Context: an optimization exercise on an open-source flow, tuned for small area, a short achievable clock period and few clock cycles per item. The choices shown serve that exercise and are no tape-out recipe.
Where RTL was checked, it was by simulation tests only, not by an equivalence proof against the original.

==> run E: inputs <==
Design muldiv_seq, start of the top module:
module muldiv_seq #(
  parameter int DWIDTH    = 32,
  parameter int FRAC_BITS = 29
) (
  input  logic              clock,
  input  logic              reset,
  input  logic              start,
  input  logic              kill,
  input  logic [2:0]        MDFunc,
  input  logic [DWIDTH-1:0] A,
  input  logic [DWIDTH-1:0] B,
  output logic [DWIDTH-1:0] MDOut,
  output logic              busy,
  output logic              done
);
  localparam int W = 50;   
  logic [31:0]  r_a;       
  logic [3:0]   r_ax;      
  logic [31:0]  r_b;       
  logic [2:0]   r_bx;      
  logic [2:0]   r_f;
  logic         r_asg;     
  logic [2:0]   r_ff;      
  logic [1:0]   r_fk;      
  logic         r_fsk;     
  logic         r_fdz;     
  logic         r_fdng;    
  logic         r_fit1, r_fit2;   
  logic [23:0]  r_plo;     
  logic [W-1:0] r_s;       
  logic [W-1:0] r_c;       
  logic         r_cy;      
  logic         r_first;   
  logic [5:0]   r_one, r_two, r_neg;   
  logic [31:0]  r_out;
  logic         r_busy, r_done;
  logic         st_m, st_fin, st_dx, st_di, st_dc;
  logic [4:0]   r_cnt;
  logic [5:0]   r_ca, r_cb;   
  logic         r_fa, r_fb;   
  logic         r_na, r_nb;   
  wire rk  = reset | kill;
  wire acc = start & ~r_busy & ~rk;
  wire        sgn_b = ~r_f[1];
  wire [34:0] ax    = {{3{r_asg}}, r_a};
  wire [34:0] ax2   = {ax[33:0], 1'b0};
  logic [W-1:0] pp [6];
  always_comb begin
  ...
==> flow/config.mk <==
export PLATFORM = sky130hd
export DESIGN_NAME = muldiv_seq
export DESIGN_NICKNAME = muldiv_seq
export VERILOG_FILES = /design/flow/design.v
export SDC_FILE = /design/flow/constraint.sdc
export NUM_CORES = 4
export LEC_CHECK = 0
export ABC_AREA = 1
export CAP_MARGIN = 20
export CORE_MARGIN = 2
export CORE_UTILIZATION = 40
export CTS_BUF_LIST = sky130_fd_sc_hd__clkbuf_4 sky130_fd_sc_hd__clkbuf_8
export PLACE_DENSITY = 0.6
export SLEW_MARGIN = 20
==> flow/constraint.sdc <==
create_clock -name core_clock -period 10.0 [get_ports {clock}]
set_input_delay 2.0000 -clock core_clock [delete_from_list [all_inputs] [get_ports {clock}]]
set_output_delay 2.0000 -clock core_clock [all_outputs]
set_load 0.01 [all_outputs]
standard.sh (not shown) runs the stock make flow with config.mk's settings and CLKGATE_MAP_FILE= SYNTH_SCRIPT=/design/flow/synth_recipe.tcl, a recipe that flattens the netlist after the stock synthesis.
==> flow/flow/run.sh <==
#!/bin/bash
# Standard ORFS layout, with timing repair aimed at a tighter target than the
# 10 ns constraint (the constraint itself is unchanged) and strong port buffers.
set -euo pipefail
bash standard.sh finish \
  "SETUP_SLACK_MARGIN=6.3" \
  "TNS_END_PERCENT=5" \
  "BUFFER_PORTS_ARGS=-buffer_cell sky130_fd_sc_hd__buf_4" \
  > standard_flow.log 2>&1
==> run G (differences from run E) <==
==> flow/design.v (replaced) <==
package muldiv_pkg;
  typedef enum logic [2:0] {
    MD_MUL    = 3'b000,
    MD_MULH   = 3'b001,
    MD_MULHSU = 3'b010,
    MD_MULHU  = 3'b011,
    MD_DIV    = 3'b100,
    MD_DIVU   = 3'b101,
    MD_REM    = 3'b110,
    MD_REMU   = 3'b111
  } md_func_t;
  typedef enum logic [2:0] {
    ST_IDLE = 3'd0,
    ST_MUL  = 3'd1,
    ST_DIV  = 3'd2,
    ST_FIX  = 3'd3,
    ST_DONE = 3'd4
  } md_state_t;
  function automatic logic is_div(input md_func_t f);
    is_div = (f == muldiv_pkg::MD_DIV) || (f == muldiv_pkg::MD_DIVU) || (f == muldiv_pkg::MD_REM) || (f == muldiv_pkg::MD_REMU);
  endfunction
endpackage
module div_iter #(
  parameter int DWIDTH = 32
) (
  input  logic              clock,
  input  logic              reset,
  input  logic              load,
  input  logic [DWIDTH-1:0] dividend,
  input  logic [DWIDTH-1:0] divisor,
  output logic [DWIDTH-1:0] quotient,
  output logic [DWIDTH-1:0] remainder,
  output logic              last
);
  localparam int CW = $clog2(DWIDTH + 1);
  logic [DWIDTH-1:0] r_rem;
  logic [DWIDTH-1:0] r_quo;
  logic [DWIDTH-1:0] r_dvs;
  logic [CW-1:0]     r_cnt;
  logic [DWIDTH:0]   w_shift;
  logic [DWIDTH:0]   w_trial;
  assign w_shift = {r_rem, r_quo[DWIDTH-1]};
  assign w_trial = w_shift - {1'b0, r_dvs};
  always_ff @(posedge clock) begin
    if (reset) begin
      r_rem <= '0;
      r_quo <= '0;
      r_dvs <= '0;
      r_cnt <= '0;
    end else if (load) begin
      r_rem <= '0;
      r_quo <= dividend;
      r_dvs <= divisor;
      r_cnt <= CW'(DWIDTH);
    end else if (r_cnt != '0) begin
      if (!w_trial[DWIDTH]) begin
        r_rem <= w_trial[DWIDTH-1:0];
        r_quo <= {r_quo[DWIDTH-2:0], 1'b1};
      end else begin
        r_rem <= w_shift[DWIDTH-1:0];
        r_quo <= {r_quo[DWIDTH-2:0], 1'b0};
      end
      r_cnt <= r_cnt - CW'(1);
    end
  end
  assign quotient  = r_quo;
  assign remainder = r_rem;
  assign last      = (r_cnt == CW'(1));
endmodule
module muldiv_seq #(
  parameter int DWIDTH    = 32,
  parameter int FRAC_BITS = 29
) (
  input  logic              clock,
  input  logic              reset,
  input  logic              start,
  input  logic              kill,
  input  logic [2:0]        MDFunc,
  input  logic [DWIDTH-1:0] A,
  input  logic [DWIDTH-1:0] B,
  output logic [DWIDTH-1:0] MDOut,
  output logic              busy,
  output logic              done
);
  localparam int W = 50;   
  logic [31:0]  r_a;       
  logic [3:0]   r_ax;      
  logic         r_ns0;     
  logic [31:0]  r_b;       
  logic [2:0]   r_bx;      
  logic [2:0]   r_f;
  logic         r_asg;     
  logic [2:0]   r_ff;      
  logic [23:0]  r_plo;     
  logic [W-1:0] r_s;       
  logic [W-1:0] r_c;       
  logic         r_cy;      
  logic         r_first;   
  logic [5:0]   r_one, r_two, r_neg;   
  logic [31:0]  r_out;
  logic         r_busy, r_done;
  logic         r_free;    
  logic         st_m, st_fin, st_dx, st_di, st_dc;
  logic [4:0]   r_cnt;
  logic [5:0]   r_ca, r_cb;   
  logic         r_fa, r_fb;   
  logic         r_na, r_nb;   
  wire rk  = reset | kill;
  wire acc = start & r_free & ~rk;
  wire        sgn_b = ~r_f[1];
  wire [34:0] ax    = {{3{r_asg}}, r_a};
  wire [34:0] ax2   = {ax[33:0], 1'b0};
  logic [W-1:0] pp [6];
  always_comb begin
    for (int t = 0; t < 6; t++) begin
      logic [34:0] m;
      m     = (({35{r_one[t]}} & ax) | ({35{r_two[t]}} & ax2)) ^ {35{r_neg[t]}};
      pp[t] = {{(W-35){m[34]}}, m} << (2*t);
    end
  end
  wire bfill = sgn_b & r_b[31];
  logic [W-1:0] kconst;
  always_comb begin
    kconst = '0;
    kconst[10] = r_b[11];
    kconst[22] = r_b[23];
    kconst[34] = bfill;
  end
  logic [W-1:0] xr [6];
  always_comb begin
    xr[0] = pp[0];
    for (int t = 1; t < 6; t++) xr[t] = pp[t] | ({{(W-1){1'b0}}, r_neg[t-1]} << (2*t-2));
  end
  wire [W-1:0] xs = r_first ? kconst : {{12{r_s[W-1]}}, r_s[W-1:12]};
  wire [W-1:0] xc = r_first ? '0     : {{12{r_c[W-1]}}, r_c[W-1:12]};
  function automatic logic [2*W-1:0] csa(input logic [W-1:0] a, input logic [W-1:0] b,
                                         input logic [W-1:0] c);
    csa = {a ^ b ^ c, (a & b) | (a & c) | (b & c)};
  endfunction
  logic [W-1:0] l1s0, l1c0, l1s1, l1c1, l2s0, l2c0, l2s1, l2c1, l3s, l3c, ts, tc;
  always_comb begin
    logic [2*W-1:0] r;
    r = csa(xr[0], xr[1], xr[2]); l1s0 = r[2*W-1:W]; l1c0 = {r[W-2:0], 1'b0};
    r = csa(xr[3], xr[4], xr[5]); l1s1 = r[2*W-1:W]; l1c1 = {r[W-2:0], 1'b0};
    r = csa(l1s0, l1c0, l1s1);    l2s0 = r[2*W-1:W]; l2c0 = {r[W-2:0], 1'b0};
    r = csa(l1c1, xs, xc);        l2s1 = r[2*W-1:W]; l2c1 = {r[W-2:0], 1'b0};
    r = csa(l2s0, l2c0, l2s1);    l3s  = r[2*W-1:W]; l3c  = {r[W-2:0], 1'b0};
    r = csa(l3s, l3c, l2c1);      ts   = r[2*W-1:W]; tc   = {r[W-2:0], 1'b0};
  end
  wire [12:0] chunk = r_first ? 13'd0 : ({1'b0, r_s[11:0]} + {1'b0, r_c[11:1], r_cy});
  wire [39:0] fin   = r_s[39:0] + {r_c[39:1], r_cy};
  wire        m_last    = st_m & (r_cnt == 5'd2);
  wire        m_prelast = st_m & (r_cnt == 5'd1);
  logic [31:0] mres;
  always_comb begin
    case (r_ff[1:0])
      2'd0:    mres = {fin[7:0], r_plo};
      2'd1:    mres = fin[FRAC_BITS-24 +: 32];
      default: mres = fin[39:8];
    endcase
  end
  wire [12:0] nbits = r_free ? {B[11:0], 1'b0} : {r_b[23:12], r_b[11]};
  logic [5:0] e_one, e_two, e_neg;
  always_comb begin
    for (int t = 0; t < 6; t++) begin
      logic b2, b1, b0;
      b2 = nbits[2*t+2];
      b1 = nbits[2*t+1];
      b0 = nbits[2*t];
      e_one[t] = b1 ^ b0;
      e_two[t] = (b2 & ~b1 & ~b0) | (~b2 & b1 & b0);
      e_neg[t] = b2;
    end
  end
  function automatic logic [2:0] lz8(input logic [7:0] x);
    casez (x)
      8'b1???????: lz8 = 3'd0;
      8'b01??????: lz8 = 3'd1;
      8'b001?????: lz8 = 3'd2;
      8'b0001????: lz8 = 3'd3;
      8'b00001???: lz8 = 3'd4;
      8'b000001??: lz8 = 3'd5;
      8'b0000001?: lz8 = 3'd6;
      default:     lz8 = 3'd7;
    endcase
  endfunction
  function automatic logic [5:0] clz32(input logic [31:0] x);
    logic z3, z2, z1, z0;
    z3 = (x[31:24] == 8'd0);
    z2 = (x[23:16] == 8'd0);
    z1 = (x[15:8]  == 8'd0);
    z0 = (x[7:0]   == 8'd0);
    if (!z3)      clz32 = {3'b000, lz8(x[31:24])};
    else if (!z2) clz32 = {3'b001, lz8(x[23:16])};
    else if (!z1) clz32 = {3'b010, lz8(x[15:8])};
    else if (!z0) clz32 = {3'b011, lz8(x[7:0])};
    else          clz32 = 6'd32;
  endfunction
  function automatic logic ones_tail(input logic [31:0] x);
    ones_tail = &(x[31:1] | ~x[30:0]);
  endfunction
  wire in_sa = ~MDFunc[0] & A[31];
  wire in_sb = ~MDFunc[0] & B[31];
  wire [6:0]  sd      = {1'b0, r_cb} - {1'b0, r_ca} - {6'd0, r_fb} + {6'd0, r_fa};
  wire        dz      = r_cb[5] & ~r_nb;
  wire        dx_skip = st_dx & (sd[6] | dz);
  wire [31:0] ua      = r_na ? -r_a : r_a;
  wire [34:0] bx      = {{3{r_nb}}, r_b};
  wire [34:0] pbx     = (bx ^ {35{r_nb}}) + {34'd0, r_nb};        
  wire [34:0] dalign  = {pbx[33:0], 1'b0} << {sd[4:1], 1'b0};     
  wire [35:0] rem = {r_ax, r_a};
  wire        ns0 = r_ns0;                    
  wire [35:0] d0  = {1'b0, r_bx, r_b};
  wire [35:0] d1  = {2'b00, r_bx, r_b[31:1]};
  wire [35:0] g0  = d0 ^ {36{ns0}};           
  wire [35:0] tX  = rem + g0 + {35'd0, ns0};
  wire [35:0] ua0 = rem ^ g0 ^ ~d1;
  wire [35:0] va0 = {((rem & g0) | (rem & ~d1) | (g0 & ~d1)), ns0};
  wire [35:0] tYa = ua0 + va0 + 36'd1;        
  wire [35:0] ub0 = rem ^ g0 ^ d1;
  wire [35:0] vb0 = {((rem & g0) | (rem & d1) | (g0 & d1)), ns0};
  wire [35:0] tYb = ub0 + vb0;                
  wire        q1  = ~tX[35];
  wire [35:0] tY  = q1 ? tYa : tYb;
  wire        q2  = ~tY[35];
  wire        di_last = st_di & (r_cnt == 5'd0);
  wire        isrem = r_ff[1];
  wire [31:0] dsel  = isrem ? r_a : r_c[31:0];
  wire        dng   = isrem ? r_na : (r_na ^ r_nb);
  wire [31:0] dneg  = (dsel ^ {32{dng}}) + {31'd0, dng};
  wire [31:0] dres  = (dz & ~isrem) ? 32'hFFFF_FFFF : dneg;
  wire dc_next  = di_last & r_f[1];             
  wire fin_next = m_last | dx_skip | (di_last & ~dc_next) | st_dc;
  wire m_next   = (acc & ~MDFunc[2]) | (st_m & ~m_last);
  wire dx_next  = acc & MDFunc[2];
  wire di_next  = (st_dx & ~dx_skip) | (st_di & ~di_last);
  always_ff @(posedge clock) begin
    if (rk) begin
      st_m   <= 1'b0;
      st_dx  <= 1'b0;
      st_di  <= 1'b0;
      st_dc  <= 1'b0;
      st_fin <= 1'b0;
      r_busy <= 1'b0;
      r_free <= 1'b1;
      r_done <= 1'b0;
    end else begin
      st_m   <= m_next;
      st_dx  <= dx_next;
      st_di  <= di_next;
      st_dc  <= dc_next;
      st_fin <= fin_next;
      r_busy <= (m_next & ~m_prelast) | dx_next | di_next | dc_next;
      r_free <= ~((m_next & ~m_prelast) | dx_next | di_next | dc_next);
      r_done <= st_fin;
    end
  end
  always_ff @(posedge clock) begin
    if (r_free) begin
      r_a  <= A;
      r_b  <= B;
      r_f  <= MDFunc;
      r_asg <= ~(MDFunc[1] & MDFunc[0]) & A[31];
      r_ca <= in_sa ? clz32(~A) : clz32(A);
      r_cb <= in_sb ? clz32(~B) : clz32(B);
      r_fa <= in_sa & ones_tail(A);
      r_fb <= in_sb & ones_tail(B);
      r_na <= in_sa;
      r_nb <= in_sb;
    end else if (st_m) begin
      r_b <= {{12{bfill}}, r_b[31:12]};
    end else if (st_dx) begin
      r_a  <= ua;
      r_ax <= 4'd0;
      {r_bx, r_b} <= dalign;
    end else if (st_di) begin
      {r_ax, r_a} <= tY;
      if (!di_last) {r_bx, r_b} <= {2'b00, r_bx, r_b[31:2]};
    end else if (st_dc) begin
      if (!ns0) {r_ax, r_a} <= tYa;              
    end
    if (st_di)                r_ns0 <= ~tY[35];
    else if (st_dc && !ns0)   r_ns0 <= ~tYa[35];
    else if (st_dx)           r_ns0 <= 1'b1;
    else                      r_ns0 <= ~r_ax[3];
    r_first <= r_free;
    r_one   <= e_one;
    r_two   <= e_two;
    r_neg   <= e_neg;
    r_s <= ts;
    if (st_di)      r_c <= {r_c[W-3:0], q1, q2};
    else if (st_dx) r_c <= '0;
    else            r_c <= tc;
    r_cy  <= chunk[12];
    r_plo <= {chunk[11:0], r_plo[23:12]};
    r_ff <= r_f;
    if (r_free)      r_cnt <= 5'd0;
    else if (st_m)   r_cnt <= r_cnt + 5'd1;
    else if (st_dx)  r_cnt <= {1'b0, sd[4:1]};
    else             r_cnt <= r_cnt - 5'd1;
    r_out <= r_ff[2] ? dres : mres;
  end
  assign MDOut = r_out;
  assign busy  = r_busy;
  assign done  = r_done;
endmodule
==> flow/flow/run.sh (replaced) <==
#!/bin/bash
# Standard ORFS layout, with timing repair aimed at a tighter target than the
# 10 ns constraint (the constraint itself is unchanged) and strong port buffers;
# setup repair only after global routing.
set -euo pipefail
bash standard.sh finish \
  "SETUP_SLACK_MARGIN=6.5" \
  "TNS_END_PERCENT=5" \
  "SKIP_CTS_REPAIR_TIMING=1" \
  "BUFFER_PORTS_ARGS=-buffer_cell sky130_fd_sc_hd__buf_4" \
  > standard_flow.log 2>&1
- CTS_BUF_LIST: sky130_fd_sc_hd__clkbuf_4 sky130_fd_sc_hd__clkbuf_8 -> not set
==> run H (differences from run E) <==
--- a/flow/design.v
+++ b/flow/design.v
@@ -81,14 +81,15 @@
   output logic [DWIDTH-1:0] MDOut,
   output logic              busy,
   output logic              done
 );
   localparam int W = 50;   
   logic [31:0]  r_a;       
   logic [3:0]   r_ax;      
+  logic         r_ns0;     
   logic [31:0]  r_b;       
   logic [2:0]   r_bx;      
   logic [2:0]   r_f;
   logic         r_asg;     
   logic [2:0]   r_ff;      
   logic [1:0]   r_fk;      
   logic         r_fsk;     
@@ -163,27 +164,32 @@
   always_comb begin
     case (r_ff[1:0])
       2'd0:    mres = prod[31:0];
       2'd1:    mres = prod[FRAC_BITS +: 32];
       default: mres = prod[63:32];
     endcase
   end
-  wire [12:0] nbits = r_busy ? {r_b[23:12], r_b[11]} : {in_mp[11:0], 1'b0};
-  logic [5:0] e_one, e_two, e_neg;
-  always_comb begin
+  function automatic logic [17:0] booth6(input logic [12:0] nb);
     for (int t = 0; t < 6; t++) begin
       logic b2, b1, b0;
-      b2 = nbits[2*t+2];
-      b1 = nbits[2*t+1];
-      b0 = nbits[2*t];
-      e_one[t] = b1 ^ b0;
-      e_two[t] = (b2 & ~b1 & ~b0) | (~b2 & b1 & b0);
-      e_neg[t] = b2 & ~(b1 & b0);    
+      b2 = nb[2*t+2];
+      b1 = nb[2*t+1];
+      b0 = nb[2*t];
+      booth6[t]      = b1 ^ b0;
+      booth6[6 + t]  = (b2 & ~b1 & ~b0) | (~b2 & b1 & b0);
+      booth6[12 + t] = b2 & ~(b1 & b0);
     end
-  end
+  endfunction
+  wire [17:0] enc_r = booth6({r_b[23:12], r_b[11]});
+  wire [17:0] enc_a = booth6({A[11:0], 1'b0});
+  wire [17:0] enc_b = booth6({B[11:0], 1'b0});
+  wire [17:0] enc   = r_busy ? enc_r : (in_swap ? enc_a : enc_b);
+  wire [5:0]  e_one = enc[5:0];
+  wire [5:0]  e_two = enc[11:6];
+  wire [5:0]  e_neg = enc[17:12];
   function automatic logic [2:0] lz8(input logic [7:0] x);
     casez (x)
       8'b1???????: lz8 = 3'd0;
       8'b01??????: lz8 = 3'd1;
       8'b001?????: lz8 = 3'd2;
       8'b0001????: lz8 = 3'd3;
       8'b00001???: lz8 = 3'd4;
@@ -232,24 +238,24 @@
   wire        dz      = r_cb[5] & ~r_nb;
   wire        dx_skip = st_dx & (sd[6] | dz);
   wire [31:0] ua      = r_na ? -r_a : r_a;
   wire [34:0] bx      = {{3{r_nb}}, r_b};
   wire [34:0] pbx     = (bx ^ {35{r_nb}}) + {34'd0, r_nb};        
   wire [34:0] dalign  = {pbx[33:0], 1'b0} << {sd[4:1], 1'b0};     
   wire [35:0] rem = {r_ax, r_a};
-  wire        s0  = r_ax[3];
+  wire        ns0 = r_ns0;                    
   wire [35:0] d0  = {1'b0, r_bx, r_b};
   wire [35:0] d1  = {2'b00, r_bx, r_b[31:1]};
-  wire [35:0] g0  = d0 ^ {36{~s0}};           
-  wire [35:0] tX  = rem + g0 + {35'd0, ~s0};
+  wire [35:0] g0  = d0 ^ {36{ns0}};           
+  wire [35:0] tX  = rem + g0 + {35'd0, ns0};
   wire [35:0] ua0 = rem ^ g0 ^ ~d1;
-  wire [35:0] va0 = {((rem & g0) | (rem & ~d1) | (g0 & ~d1)), ~s0};
+  wire [35:0] va0 = {((rem & g0) | (rem & ~d1) | (g0 & ~d1)), ns0};
   wire [35:0] tYa = ua0 + va0 + 36'd1;        
   wire [35:0] ub0 = rem ^ g0 ^ d1;
-  wire [35:0] vb0 = {((rem & g0) | (rem & d1) | (g0 & d1)), ~s0};
+  wire [35:0] vb0 = {((rem & g0) | (rem & d1) | (g0 & d1)), ns0};
   wire [35:0] tYb = ub0 + vb0;                
   wire        q1  = ~tX[35];
   wire [35:0] tY  = q1 ? tYa : tYb;
   wire        q2  = ~tY[35];
   wire        di_last = st_di & (r_cnt == 5'd0);
   wire        isrem = r_ff[1];
   wire        dng   = r_f[1] ? r_na : (r_na ^ r_nb);
@@ -307,14 +313,20 @@
       {r_bx, r_b} <= dalign;
     end else if (st_di) begin
       {r_ax, r_a} <= tY;
       if (!di_last) {r_bx, r_b} <= {2'b00, r_bx, r_b[31:2]};
     end else if (st_dc) begin
       {r_ax, r_a} <= tYa;                      
     end
+    if (!r_busy)      r_ns0 <= ~r_ax[3];
+    else if (st_m)    r_ns0 <= ~r_ax[3];
+    else if (st_dx)   r_ns0 <= 1'b1;
+    else if (st_di)   r_ns0 <= ~tY[35];
+    else if (st_dc)   r_ns0 <= ~tYa[35];
+    else              r_ns0 <= ~r_ax[3];
     r_first <= ~r_busy;
     r_one   <= e_one;
     r_two   <= e_two;
     r_neg   <= e_neg;
     r_s <= ts;
     if (st_di)      r_c <= {r_c[W-3:0], q1, q2};
     else if (st_dx) r_c <= (dx_skip & r_f[1]) ? {{(W-32){1'b0}}, r_a} : '0;
==> flow/flow/run.sh (replaced) <==
#!/bin/bash
# Standard ORFS layout, with timing repair aimed at a tighter target than the
# 10 ns constraint (the constraint itself is unchanged) and strong port buffers.
set -euo pipefail
bash standard.sh finish \
  "SETUP_SLACK_MARGIN=6.6" \
  "TNS_END_PERCENT=10" \
  "BUFFER_PORTS_ARGS=-buffer_cell sky130_fd_sc_hd__buf_4" \
  > standard_flow.log 2>&1
- CTS_BUF_LIST: sky130_fd_sc_hd__clkbuf_4 sky130_fd_sc_hd__clkbuf_8 -> not set
==> summary.txt <==
Status: timing/DRC/antenna clean
DIE WIDTH: 321 um
Grt met2 use: 60.3%
Dpl cells: 6823
Die Span Y: 321 um
Gr usage total: 36.5%
Slowest CP cell: o21ai_0
Number of synthesized flops with an enable pin: 126
TritonCTS Buffers: 40
Crit-path max FO: 8
Seq/total area: 14.2%
Layout filler cell count: 9848
Crit Path Class: flop to flop
The numbers above come from run H.

==> summary.txt <==
Status: timing/DRC/antenna clean
Dpl cells: 6729
Design Area, Final: 0.0455 mm2
Post-layout net count: 6302
Largest family of logic cells by synthesized area: simple AND/OR/NAND/NOR gates
TritonCTS Buffers: 39
Maximum vdd drop: 219 uV
Crit Path Class: flop to flop
Crit-path max FO: 6
Seq/total area: 14.4%
Grt met2 use: 55.8%
DIE WIDTH: 311 um
Critical path's largest stage delay: 0.58 ns
Die Span Y: 311 um
Gr usage total: 33.5%
WL met1: 65800 um
The numbers above come from run G.

==> summary.txt <==
Status: timing/DRC/antenna clean
Gr usage total: 35.3%
Layout filler cell count: 9930
Largest family of logic cells by synthesized area: adder cells
Seq/total area: 15.2%
Crit-path max FO: 10
Post-Synth XOR/XNOR Area: 10.6%
Grt met2 use: 58.0%
Dpl cells: 6638
Leading registers by flop count: r_c (50), r_s (46)
DIE WIDTH: 318 um
Crit Path Class: input pin to flop
Slowest CP cell: o31ai_1
Number of synthesized flops with an enable pin: 126
Die Span Y: 318 um
The numbers above come from run E.

Testbench counts of run E, summed over its fixed seeds: cycles 8,442, ops 3,200.
Only the layout flow was run in run G and run H; the RTL was not checked for function there.

port drivers added, routing unchanged:
Ports are ideal in the flow. The routed layouts listed here were re-timed in OpenROAD.
Step 1 (the two cells are an assumption about what drives the block):
set clk [get_ports {clock}]
set_driving_cell -lib_cell sky130_fd_sc_hd__clkbuf_16 $clk
set_driving_cell -lib_cell sky130_fd_sc_hd__buf_2 [delete_from_list [all_inputs] $clk]
Step 2, shift: input delay + t, output delay - t, t = (earliest + latest rising clock arrival at the registers) / 2. This alone moves slack from input paths to output paths.
Slacks: no drivers / after step 1 / after step 2; pairs: no drivers / after step 1.
| run | t (ns) | slack for setup (ns) | pins driven straight from the clock port |
|---|---|---|---|
| run E | 0.766 | 5.757 / 5.799 / 5.033 | 1 |
| run G | 0.694 | 6.282 / 6.282 / 6.158 | 1 |
| run H | 0.669 | 5.890 / 5.890 / 5.381 | 1 |
After both steps every run listed still meets setup and hold. For run E, which loses most, drivers alone change the setup slack by +0.042 ns; drivers and shift together by -0.724 ns.
